Source: an optimization exercise on an open RTL-to-GDS flow (aim: small area). Production flows keep margins and buffers that such runs may drop.
In this exercise RTL edits were held to simulation tests only and were not proved equivalent to the original.
Power and IR drop assume default switching activity.

## amber
Design imem_icache, start of the top module:
module imem_icache #(
  parameter int ADDR_WIDTH     = 32,
  parameter int INST_WIDTH     = 32,
  parameter int LINES          = 16,
  parameter int WORDS_PER_LINE = 4
) (
  input  logic                  clk,
  input  logic                  rst,
  input  logic [ADDR_WIDTH-1:0] cpu_addr,
  input  logic                  cpu_read,
  output logic [INST_WIDTH-1:0] cpu_rdata,
  output logic                  cpu_stall,
  input  logic                  inv,
  output logic                  mem_req,
  output logic [ADDR_WIDTH-1:0] mem_addr,
  input  logic                  mem_gnt,
  input  logic                  mem_rvalid,
  input  logic [INST_WIDTH-1:0] mem_rdata
);
  localparam int OFF   = $clog2(WORDS_PER_LINE);
  localparam int IDX   = $clog2(LINES);
  localparam int TAG_W = ADDR_WIDTH - 2 - OFF - IDX;
  localparam int NW    = LINES * WORDS_PER_LINE;
  localparam int SW    = IDX + OFF;           
  localparam int DSTEP = 4;                   
  localparam int DB    = $clog2(DSTEP);
  localparam int DL    = DSTEP - 1;           
  localparam int TSTEP = 8;                   
  localparam logic [INST_WIDTH-1:0] NOP = INST_WIDTH'(32'h0000_0013);
  logic                       stall_q, req_q;
  logic                       inv_pend_q;
  logic [LINES-1:0]           valid_q;
  logic [ADDR_WIDTH-1:2]      maddr_q;    
  logic [OFF-1:0]             loff_q;
  logic [INST_WIDTH-1:0]      rdata_q;
  logic [SW-1:0]              ph_q;       
  logic [LINES-1:0][TAG_W-1:0]   tag_q;   
  logic [NW-1:0][INST_WIDTH-1:0] data_q;  
  ...
Size in the first run: roughly 5,800 cells after synthesis, ~2,600 flip-flops, roughly 140 I/O pins.
make LEC_CHECK=0 CAP_MARGIN=30 CORE_MARGIN=2 CORE_UTILIZATION=60 SLEW_MARGIN=30 SYNTH_HIERARCHICAL=1 finish   # period 8.0 ns
run.sh (not shown) runs the stock make flow with config.mk's settings and CLKGATE_MAP_FILE= SYNTH_SCRIPT=/design/flow/synth_recipe.tcl, a recipe that flattens the netlist after the stock synthesis.
Setup changes, amber to xenon
==> flow/flow/run.sh (new file) <==
#!/bin/bash
# The standard layout (standard.sh, unchanged synthesis and steps) with two
# settings changed through ORFS's own variables:
#  - the input and output ports are buffered with buf_1 cells instead of the
#    default buffer cell;
#  - the clock tree clusters at most 25 sinks within 60 um per leaf buffer and
#    inserts no dummy loads.
# make's full output goes to standard.log; ORFS keeps each step's log under orfs/logs.
set -euo pipefail
export BUFFER_PORTS_ARGS="-buffer_cell sky130_fd_sc_hd__buf_1"
export CTS_ARGS="-sink_clustering_enable -repair_clock_nets -sink_clustering_size 25 -sink_clustering_max_diameter 60 -dont_use_dummy_load"
bash standard.sh > standard.log 2>&1
==> flow/standard.sh (new file) <==
#!/bin/bash
# synth_recipe.tcl (not shown) runs the flow's synth.tcl, then flattens the netlist and writes it again
# the make line also repeats each setting of config.mk as NAME=value (left out here)
make -C /OpenROAD-flow-scripts/flow DESIGN_CONFIG=/design/flow/config.mk WORK_HOME=/design/flow/orfs CLKGATE_MAP_FILE= SYNTH_SCRIPT=/design/flow/synth_recipe.tcl "${@:-finish}"
removed: flow/run.sh
### Flow results
xenon vs. amber: layout overhead on the synthesized area went down by 7.2 points. Compared with amber, xenon shows final total power that has gone down by more than 10%. xenon vs amber: final critical path time including I/O delays and setup down. xenon ended up with a higher sequential share of layout area than amber did. Compared with amber, in xenon proportion of total power due to net switching went up by 0.57 points; routed wire length went down.
Here is what was changed in the inputs of sierra compared with xenon.
Settings: CORE_UTILIZATION: 60 -> 65.
diff --git a/flow/flow/run.sh b/flow/flow/run.sh
--- a/flow/flow/run.sh
+++ b/flow/flow/run.sh
@@ -6 +6 @@
-#  - the clock tree clusters at most 25 sinks within 60 um per leaf buffer and
+#  - the clock tree clusters at most 25 sinks within 100 um per leaf buffer and
@@ -11 +11 @@
-export CTS_ARGS="-sink_clustering_enable -repair_clock_nets -sink_clustering_size 25 -sink_clustering_max_diameter 60 -dont_use_dummy_load"
+export CTS_ARGS="-sink_clustering_enable -repair_clock_nets -sink_clustering_size 25 -sink_clustering_max_diameter 100 -dont_use_dummy_load"
Notes after the runs:
- Diff xenon -> sierra | buffers plus inverters on the worst setup path | increase of 2
- Run comparison: xenon source of the critical timing path cpu_addr[4]; sierra source of the critical timing path cpu_addr[3]
- Taking xenon as the reference, in sierra clock group share of total power has decreased, final wirelength has decreased, highest clock frequency the design can meet fell 2.9%.
- Power share of the combinational group across xenon and sierra: no real change.
- Register-to-register slack on sierra is behind xenon.
- xenon → sierra: HPWL reported at the end of detailed placement dropped 1.6%, worst stage delay on the critical path went down 0.04 ns, die area now sits lower.
Here is what was changed in the inputs of fjord compared with sierra.
Settings: swapping 65 for 60 in CORE_UTILIZATION; putting CTS_CLUSTER_SIZE at 25 where nothing was set; putting CTS_CLUSTER_DIAMETER at 60 where nothing was set.
==> flow/run.sh (new file) <==
#!/bin/bash
# synth_recipe.tcl (not shown) runs the flow's synth.tcl, then flattens the netlist and writes it again
# the make line also repeats each setting of config.mk as NAME=value (left out here)
make -C /OpenROAD-flow-scripts/flow DESIGN_CONFIG=/design/flow/config.mk WORK_HOME=/design/flow/orfs CLKGATE_MAP_FILE= SYNTH_SCRIPT=/design/flow/synth_recipe.tcl finish
removed: flow/flow/run.sh
removed: flow/standard.sh
Findings:
Looking at clock network area share, fjord sits above sierra. fjord: cell area 3.9% above sierra. Comparing fjord against sierra, there is no change at all in cts-stage hold buffer count. Summary: worst setup slack, fjord worse than sierra. Between sierra and fjord, the cell count went up. Delta(worst ir drop on vdd, fjord - sierra) > 0. Remaining design rule violation count came out exactly the same in sierra and fjord.

[what the ideal ports hide]
The flow's constraints put no driver on any port. The routed layouts listed below were extracted and timed again, unchanged, in two steps. Step 1 (the two cells are an assumption about what drives the block):
set clk [get_ports {clk}]
set_driving_cell -lib_cell sky130_fd_sc_hd__clkbuf_16 $clk
set_driving_cell -lib_cell sky130_fd_sc_hd__buf_2 [delete_from_list [all_inputs] $clk]
Step 2 also shifts input and output timing later by t, the mid clock arrival at the registers, as if the neighbouring blocks saw the same clock. Slacks: no drivers / after step 1 / after step 2; pairs: no drivers / after step 1.
run | shift t [ns] | slack for setup (ns) | clock arrival spread, ns
amber | 0.929 | 1.244 / 1.306 / 0.377 | 0.028 / 0.028
xenon | 0.836 | 1.646 / 1.703 / 0.867 | 0.061 / 0.061
sierra | 0.787 | 1.454 / 1.493 / 0.723 | 0.079 / 0.079
fjord | 0.869 | 1.075 / 1.075 / 0.409 | 0.036 / 0.036
After both steps every run listed still meets setup and hold. For amber, which loses most, drivers alone change the setup slack by +0.062 ns; drivers and shift together by -0.867 ns.
